This design comes from an exercise in tuning for small area, a short achievable clock period and few clock cycles per item on the open sky130 flow, not from production work. Function was checked by simulation only, so behaviour that the tests miss may differ from the original. Power is estimated from default activity; no workload was simulated.

// rename_unit
module rename_unit (
    input  wire logic                                      clock,
    input  wire logic                                      reset,
    input  wire logic                                      squash,
    input  wire logic                                      request_valid,
    output logic                                           request_ready,
    input  wire logic [2*15-1:0]      request,
    output logic                                           result_valid,
    input  wire logic                                      result_ready,
    output logic [2*18-1:0]           result,
    input  wire logic [2*12-1:0]      retire
);
    localparam int NA = 32;
    localparam int PW = 6;
    localparam int AW = 5;
    localparam int RQ = 2*15;
    localparam int RS = 2*18;
    logic [NA-1:1][PW-1:0]   spec_st;     
    logic [NA-1:1][PW-1:0]   commit_st;   
    logic [NA-1:0][PW-1:0]   spec_q, commit_q;
    logic [NA/2-1:0][PW-1:0] even_q;      
    logic [NA/2-1:0][PW-1:0] odd_q;       
    logic [4:0]  head_q;                  
    logic [3:0]  he_q;                    
    logic [4:0]  ch_q;                    
    logic [5:0]  count_q;                 
    logic        ge1_q, ge2_q;            
    logic        sq_q;                    
    logic          pwe_q, pwo_q;
    logic [3:0]    pre_q, pro_q;
    logic [PW-1:0] pde_q, pdo_q;
    logic          hite_q, hito_q;        
    logic          hv_q, sv_q;
    logic [RQ-1:0] hd_q, sd_q;
    logic [1:0]    hl_q;
    logic          fwd_a_q, fwd_b_q;      
    logic          ov_q;
    logic [RS-1:0] od_q;
    logic          rv0, rv1;
    logic [AW-1:0] rarn0, rarn1;
    logic [PW-1:0] rprn0, rprn1;
    logic [PW-1:0] old0, old1;            
    logic [PW-1:0] push_e, push_o;        
    logic          we_e, we_o;
    logic [3:0]    row_e, row_o;
    logic [1:0]    nret;
    always_comb begin
        {rv1, rarn1, rprn1, rv0, rarn0, rprn0} = retire;
        old0  = commit_q[rarn0];
  ...
Size in the first run: roughly 710 flip-flops, ~97 I/O pins, about 0.043 sq mm of cells after synthesis.
Settings: LEC_CHECK=0, CAP_MARGIN=35, CORE_MARGIN=2, CORE_UTILIZATION=48, CTS_CLUSTER_DIAMETER=80, CTS_CLUSTER_SIZE=30, PLACE_DENSITY=0.58, SETUP_SLACK_MARGIN=4.4, SLEW_MARGIN=35; clock period 7.0 ns.
run.sh (not shown) runs the stock make flow with config.mk's settings and CLKGATE_MAP_FILE= SYNTH_SCRIPT=/design/flow/synth_recipe.tcl, a recipe that flattens the netlist after the stock synthesis.
The first run passed the timing, design-rule and antenna checks.
Testbench counts at the start, summed over its fixed seeds: cycles 28,688, bundles 20,000.
Change:
CORE_UTILIZATION = 40   (was 48)
CTS_CLUSTER_DIAMETER = 60   (was 80)
PLACE_DENSITY = 0.5   (was 0.58)
SETUP_SLACK_MARGIN = 4.3   (was 4.4)
- cell count grows by 5.1%
- maximum frequency grows by 0.84%
- via count hardly moves
- non-clock buffer count shrinks by 1
- design area grows by 1.2%
- count of clock-buffer cells in the layout grows by 36
- power grows by about 8%
- routed wire length grows by 4.9%
- hold slack stays flat

========
## rev 12
The RTL this note starts from:
==> flow/design.v <==
`default_nettype none
module rename_unit (
    input  wire logic                                      clock,
    input  wire logic                                      reset,
    input  wire logic                                      squash,
    input  wire logic                                      request_valid,
    output logic                                           request_ready,
    input  wire logic [2*15-1:0]      request,
    output logic                                           result_valid,
    input  wire logic                                      result_ready,
    output logic [2*18-1:0]           result,
    input  wire logic [2*12-1:0]      retire
);
    localparam int NA = 32;
    localparam int PW = 6;
    localparam int AW = 5;
    localparam int RQ = 2*15;
    localparam int RS = 2*18;
    logic [NA-1:1][PW-1:0]   spec_st;     
    logic [NA-1:1][PW-1:0]   commit_st;   
    logic [NA-1:0][PW-1:0]   spec_q, commit_q;
    logic [NA/2-1:0][PW-1:0] even_q;      
    logic [NA/2-1:0][PW-1:0] odd_q;       
    logic [4:0]  head_q;                  
    logic [3:0]  he_q;                    
    logic [4:0]  ch_q;                    
    logic [5:0]  count_q;                 
    logic        ge1_q, ge2_q;            
    logic        sq_q;                    
    logic          pwe_q, pwo_q;
    logic [3:0]    pre_q, pro_q;
    logic [PW-1:0] pde_q, pdo_q;
    logic          hite_q, hito_q;        
    logic          hv_q, sv_q;
    logic [RQ-1:0] hd_q, sd_q;
    logic [1:0]    hl_q;
    logic          fwd_a_q, fwd_b_q;      
    logic          ov_q;
    logic [RS-1:0] od_q;
    logic          rv0, rv1;
    logic [AW-1:0] rarn0, rarn1;
    logic [PW-1:0] rprn0, rprn1;
    logic [PW-1:0] old0, old1;            
    logic [PW-1:0] push_e, push_o;        
    logic          we_e, we_o;
    logic [3:0]    row_e, row_o;
    logic [1:0]    nret;
    always_comb begin
        {rv1, rarn1, rprn1, rv0, rarn0, rprn0} = retire;
        old0  = commit_q[rarn0];
        old1  = (rv0 && rarn1 == rarn0) ? rprn0 : commit_q[rarn1];
        nret  = 2'({1'b0, rv0} + {1'b0, rv1});
        push_e = (rv0 && !ch_q[0]) ? old0 : old1;
        push_o = (rv0 &&  ch_q[0]) ? old0 : old1;
        row_o  = ch_q[4:1];
        row_e  = 4'(ch_q[4:1] + {3'd0, ch_q[0]});
        we_e   = ch_q[0] ? (rv0 && rv1) : (rv0 || rv1);
        we_o   = ch_q[0] ? (rv0 || rv1) : (rv0 && rv1);
    end
    logic [AW-1:0] a0, b0, d0, a1, b1, d1;
    logic          live0, live1;
    logic          enough, out_room, adv;
    logic [PW-1:0] erow, orow, alloc0, alloc1;
    logic          odd0, odd1;
    logic [RS-1:0] renamed;
    logic [1:0]    popped;
    always_comb begin
        {a1, b1, d1, a0, b0, d0} = hd_q;
        live0    = hl_q[0];
        live1    = hl_q[1];
        enough   = ge2_q || (ge1_q && !(live0 && live1)) || !(live0 || live1);
        out_room = !ov_q || result_ready;
        adv      = hv_q && enough && out_room && !sq_q;
        popped   = adv ? 2'({1'b0, live0} + {1'b0, live1}) : 2'd0;
        erow   = hite_q ? pde_q : even_q[he_q];
        orow   = hito_q ? pdo_q : odd_q[head_q[4:1]];
        odd0   = head_q[0];
        odd1   = head_q[0] ^ live0;
        alloc0 = odd0 ? orow : erow;
        alloc1 = odd1 ? orow : erow;
        renamed[35:30] = fwd_a_q ? alloc0 : spec_q[a1];
        renamed[29:24] = fwd_b_q ? alloc0 : spec_q[b1];
        renamed[23:18] = live1 ? alloc1 : '0;
        renamed[17:12] = spec_q[a0];
        renamed[11:6]  = spec_q[b0];
        renamed[5:0]   = live0 ? alloc0 : '0;
    end
    logic          accept_in, hload;
    logic [RQ-1:0] hnext;
    assign request_ready = !sv_q;
    assign accept_in     = request_valid && !sv_q;
    assign result_valid  = ov_q;
    assign result        = od_q;
    assign hload         = adv || !hv_q;
    assign hnext         = sv_q ? sd_q : request;
    logic [5:0] count_next;
    logic       ge1_next, ge2_next;
    logic [5:0] cand [5];
    logic [4:0] cge1, cge2;
    logic [5:0] byp_c [3];
    logic [2:0] byp_1, byp_2;
    logic [4:0] head_next, h1, h2;
    logic [3:0] he_next;
    always_comb begin
        for (int k = 0; k < 5; k++) begin
            cand[k] = 6'(count_q + 6'(k) - 6'd2);
            cge1[k] = (k >= 3) || count_q >= 6'(3 - k);      
            cge2[k] = (k >= 4) || count_q >= 6'(4 - k);      
        end
        for (int p = 0; p < 3; p++) begin
            case (nret)
                2'd0:    begin byp_c[p] = cand[2-p]; byp_1[p] = cge1[2-p]; byp_2[p] = cge2[2-p]; end
                2'd1:    begin byp_c[p] = cand[3-p]; byp_1[p] = cge1[3-p]; byp_2[p] = cge2[3-p]; end
                default: begin byp_c[p] = cand[4-p]; byp_1[p] = cge1[4-p]; byp_2[p] = cge2[4-p]; end
            endcase
        end
        case (popped)
            2'd0:    begin count_next = byp_c[0]; ge1_next = byp_1[0]; ge2_next = byp_2[0]; end
            2'd1:    begin count_next = byp_c[1]; ge1_next = byp_1[1]; ge2_next = byp_2[1]; end
            default: begin count_next = byp_c[2]; ge1_next = byp_1[2]; ge2_next = byp_2[2]; end
        endcase
        h1 = head_q + 5'd1;
        h2 = head_q + 5'd2;
        if (sq_q) begin
            head_next = ch_q;
            he_next   = 4'(ch_q[4:1] + {3'd0, ch_q[0]});
        end else begin
            case (popped)
                2'd0:    begin head_next = head_q; he_next = he_q; end
                2'd1:    begin head_next = h1;     he_next = 4'(h1[4:1] + {3'd0, h1[0]}); end
                default: begin head_next = h2;     he_next = 4'(h2[4:1] + {3'd0, h2[0]}); end
            endcase
        end
    end
    always_ff @(posedge clock) begin
        if (reset) begin
            head_q  <= '0;
            he_q    <= '0;
            ch_q    <= '0;
            count_q <= 6'd32;
            ge1_q   <= 1'b1;
            ge2_q   <= 1'b1;
            pwe_q   <= 1'b0;
            pwo_q   <= 1'b0;
            hite_q  <= 1'b0;
            hito_q  <= 1'b0;
            sq_q    <= 1'b1;
            hv_q    <= 1'b0;
            sv_q    <= 1'b0;
            ov_q    <= 1'b0;
        end else begin
            pwe_q  <= we_e;
            pwo_q  <= we_o;
            hite_q <= we_e && row_e == he_next;
            hito_q <= we_o && row_o == head_next[4:1];
            sq_q   <= squash;
            ch_q   <= ch_q + 5'(nret);
            head_q <= head_next;
            he_q   <= he_next;
            if (sq_q) begin
                count_q <= 6'd32;
                ge1_q   <= 1'b1;
                ge2_q   <= 1'b1;
            end else begin
                count_q <= count_next;
                ge1_q   <= ge1_next;
                ge2_q   <= ge2_next;
            end
            if (squash) begin
                hv_q <= 1'b0;
                sv_q <= 1'b0;
                ov_q <= 1'b0;
            end else begin
                if (hload) begin
                    hv_q <= sv_q || accept_in;
                    sv_q <= 1'b0;
                end else if (accept_in) begin
                    sv_q <= 1'b1;
                end
                if (out_room) ov_q <= adv;
            end
        end
    end
    always_ff @(posedge clock) begin
        pre_q <= row_e;
        pro_q <= row_o;
        pde_q <= push_e;
        pdo_q <= push_o;
        if (hload) begin
            hd_q    <= hnext;
            hl_q[0] <= hnext[4:0] != '0;
            hl_q[1] <= hnext[19:15] != '0;
            fwd_a_q <= hnext[4:0] != '0 && hnext[29:25] == hnext[4:0];
            fwd_b_q <= hnext[4:0] != '0 && hnext[24:20] == hnext[4:0];
        end
        if (!sv_q) sd_q <= request;
        if (out_room) od_q <= renamed;
    end
    always_ff @(posedge clock) begin
        for (int i = 1; i < NA; i++) begin
            if (sq_q)
                spec_st[i] <= commit_st[i];
            else if (adv && ((live1 && d1 == AW'(i)) || (live0 && d0 == AW'(i)))) begin
                if ((live1 && d1 == AW'(i)) ? odd1 : odd0)
                    spec_st[i] <= orow;
                else
                    spec_st[i] <= erow;
            end
        end
    end
    always_ff @(posedge clock) begin
        if (reset) begin
            for (int i = 1; i < NA; i++) begin
                commit_st[i] <= PW'(i);
            end
            for (int i = 0; i < NA/2; i++) begin
                even_q[i] <= PW'(NA + 2*i);
                odd_q[i]  <= PW'(NA + 2*i + 1);
            end
        end else begin
            for (int i = 1; i < NA; i++) begin
                if (rv1 && rarn1 == AW'(i))
                    commit_st[i] <= rprn1;
                else if (rv0 && rarn0 == AW'(i))
                    commit_st[i] <= rprn0;
            end
            for (int i = 0; i < NA/2; i++) begin
                if (pwe_q && pre_q == 4'(i)) even_q[i] <= pde_q;
                if (pwo_q && pro_q == 4'(i)) odd_q[i]  <= pdo_q;
            end
        end
    end
    assign spec_q   = {spec_st, PW'(0)};
    assign commit_q = {commit_st, PW'(0)};
endmodule
`default_nettype wire
export LEC_CHECK = 0
export CAP_MARGIN = 25
export CORE_MARGIN = 2
export CORE_UTILIZATION = 48
export CTS_CLUSTER_DIAMETER = 80
export CTS_CLUSTER_SIZE = 30
export PLACE_DENSITY = 0.58
export SETUP_SLACK_MARGIN = 4.3
export SLEW_MARGIN = 25
create_clock -name core_clock -period 7.0 [get_ports {clock}]
Testbench counts of rev 12, summed over its fixed seeds: cycles 28,688, bundles 20,000.
The following lists how rev 13 was set up differently from rev 12:
# rev 12
export LEC_CHECK = 0
export CAP_MARGIN = 25
export CORE_MARGIN = 2
export CORE_UTILIZATION = 48
export CTS_CLUSTER_DIAMETER = 80
export CTS_CLUSTER_SIZE = 30
export PLACE_DENSITY = 0.58
export SETUP_SLACK_MARGIN = 4.3
export SLEW_MARGIN = 25
create_clock -name core_clock -period 7.0 [get_ports {clock}]
# rev 13
export LEC_CHECK = 0
export ABC_AREA = 1
export CAP_MARGIN = 35
export CORE_MARGIN = 2
export CORE_UTILIZATION = 48
export CTS_CLUSTER_DIAMETER = 80
export CTS_CLUSTER_SIZE = 30
export PLACE_DENSITY = 0.58
export SETUP_SLACK_MARGIN = 4.3
export SLEW_MARGIN = 35
create_clock -name core_clock -period 7.0 [get_ports {clock}]
==> comparison <==
- Max sequential share of layout area across rev 13 and rev 12: rev 12
- Run comparison: rev 12 capture point of the critical path spec_st[45]; rev 13 capture point of the critical path od_q[12]
- The cell count number comes out lower for rev 12 vs rev 13.
- Any difference in register-to-register slack between rev 13 and rev 12 is small enough to ignore.
- From rev 12 to rev 13, clock tree buffer depth did not move at all.
- The worst-case reg-to-reg path depth reported for rev 13 is greater than that of rev 12 by 1.
- Rev 13 vs. rev 12: area fraction in compound gates after synthesis climbed 8.8 points, cell count after synthesis increased 64%.
- Row overall power after layout: rev 13 higher / rev 12 lower
- Taking rev 12 as the reference point, the source-to-sink clock delay at the later pin of the worst-skew pair of rev 13 rises by 0.05 ns.

[port drivers added, routing unchanged]
The results above use ideal ports. As a check the final layouts listed here were re-extracted and re-timed, cells and wires unchanged. Step 1 assumes that a clkbuf_16 drives the clock port and a buf_2 every other input. Step 2 times the ports against the registers' clock, not the clock port: input delays grow and output delays shrink by t, the midpoint of the rising clock arrivals with the driver on. Slacks: ideal / step 1 / step 2; pairs: ideal / step 1.
run	shift t [ns]	setup WS [ns]	worst slew at a driven data input, ns
the first run of note 1	0.701	4.252 / 4.222 / 3.521	0.24
the second run of note 1	0.720	4.275 / 4.233 / 3.512	0.20
rev 12	0.698	4.241 / 4.219 / 3.521	0.21
rev 13	0.756	4.241 / 4.180 / 3.602	0.06
After both steps setup and hold are still met in every run listed. The setup slack of the second run of note 1, which loses most, moves by -0.042 ns with the drivers and by -0.763 ns with both steps.
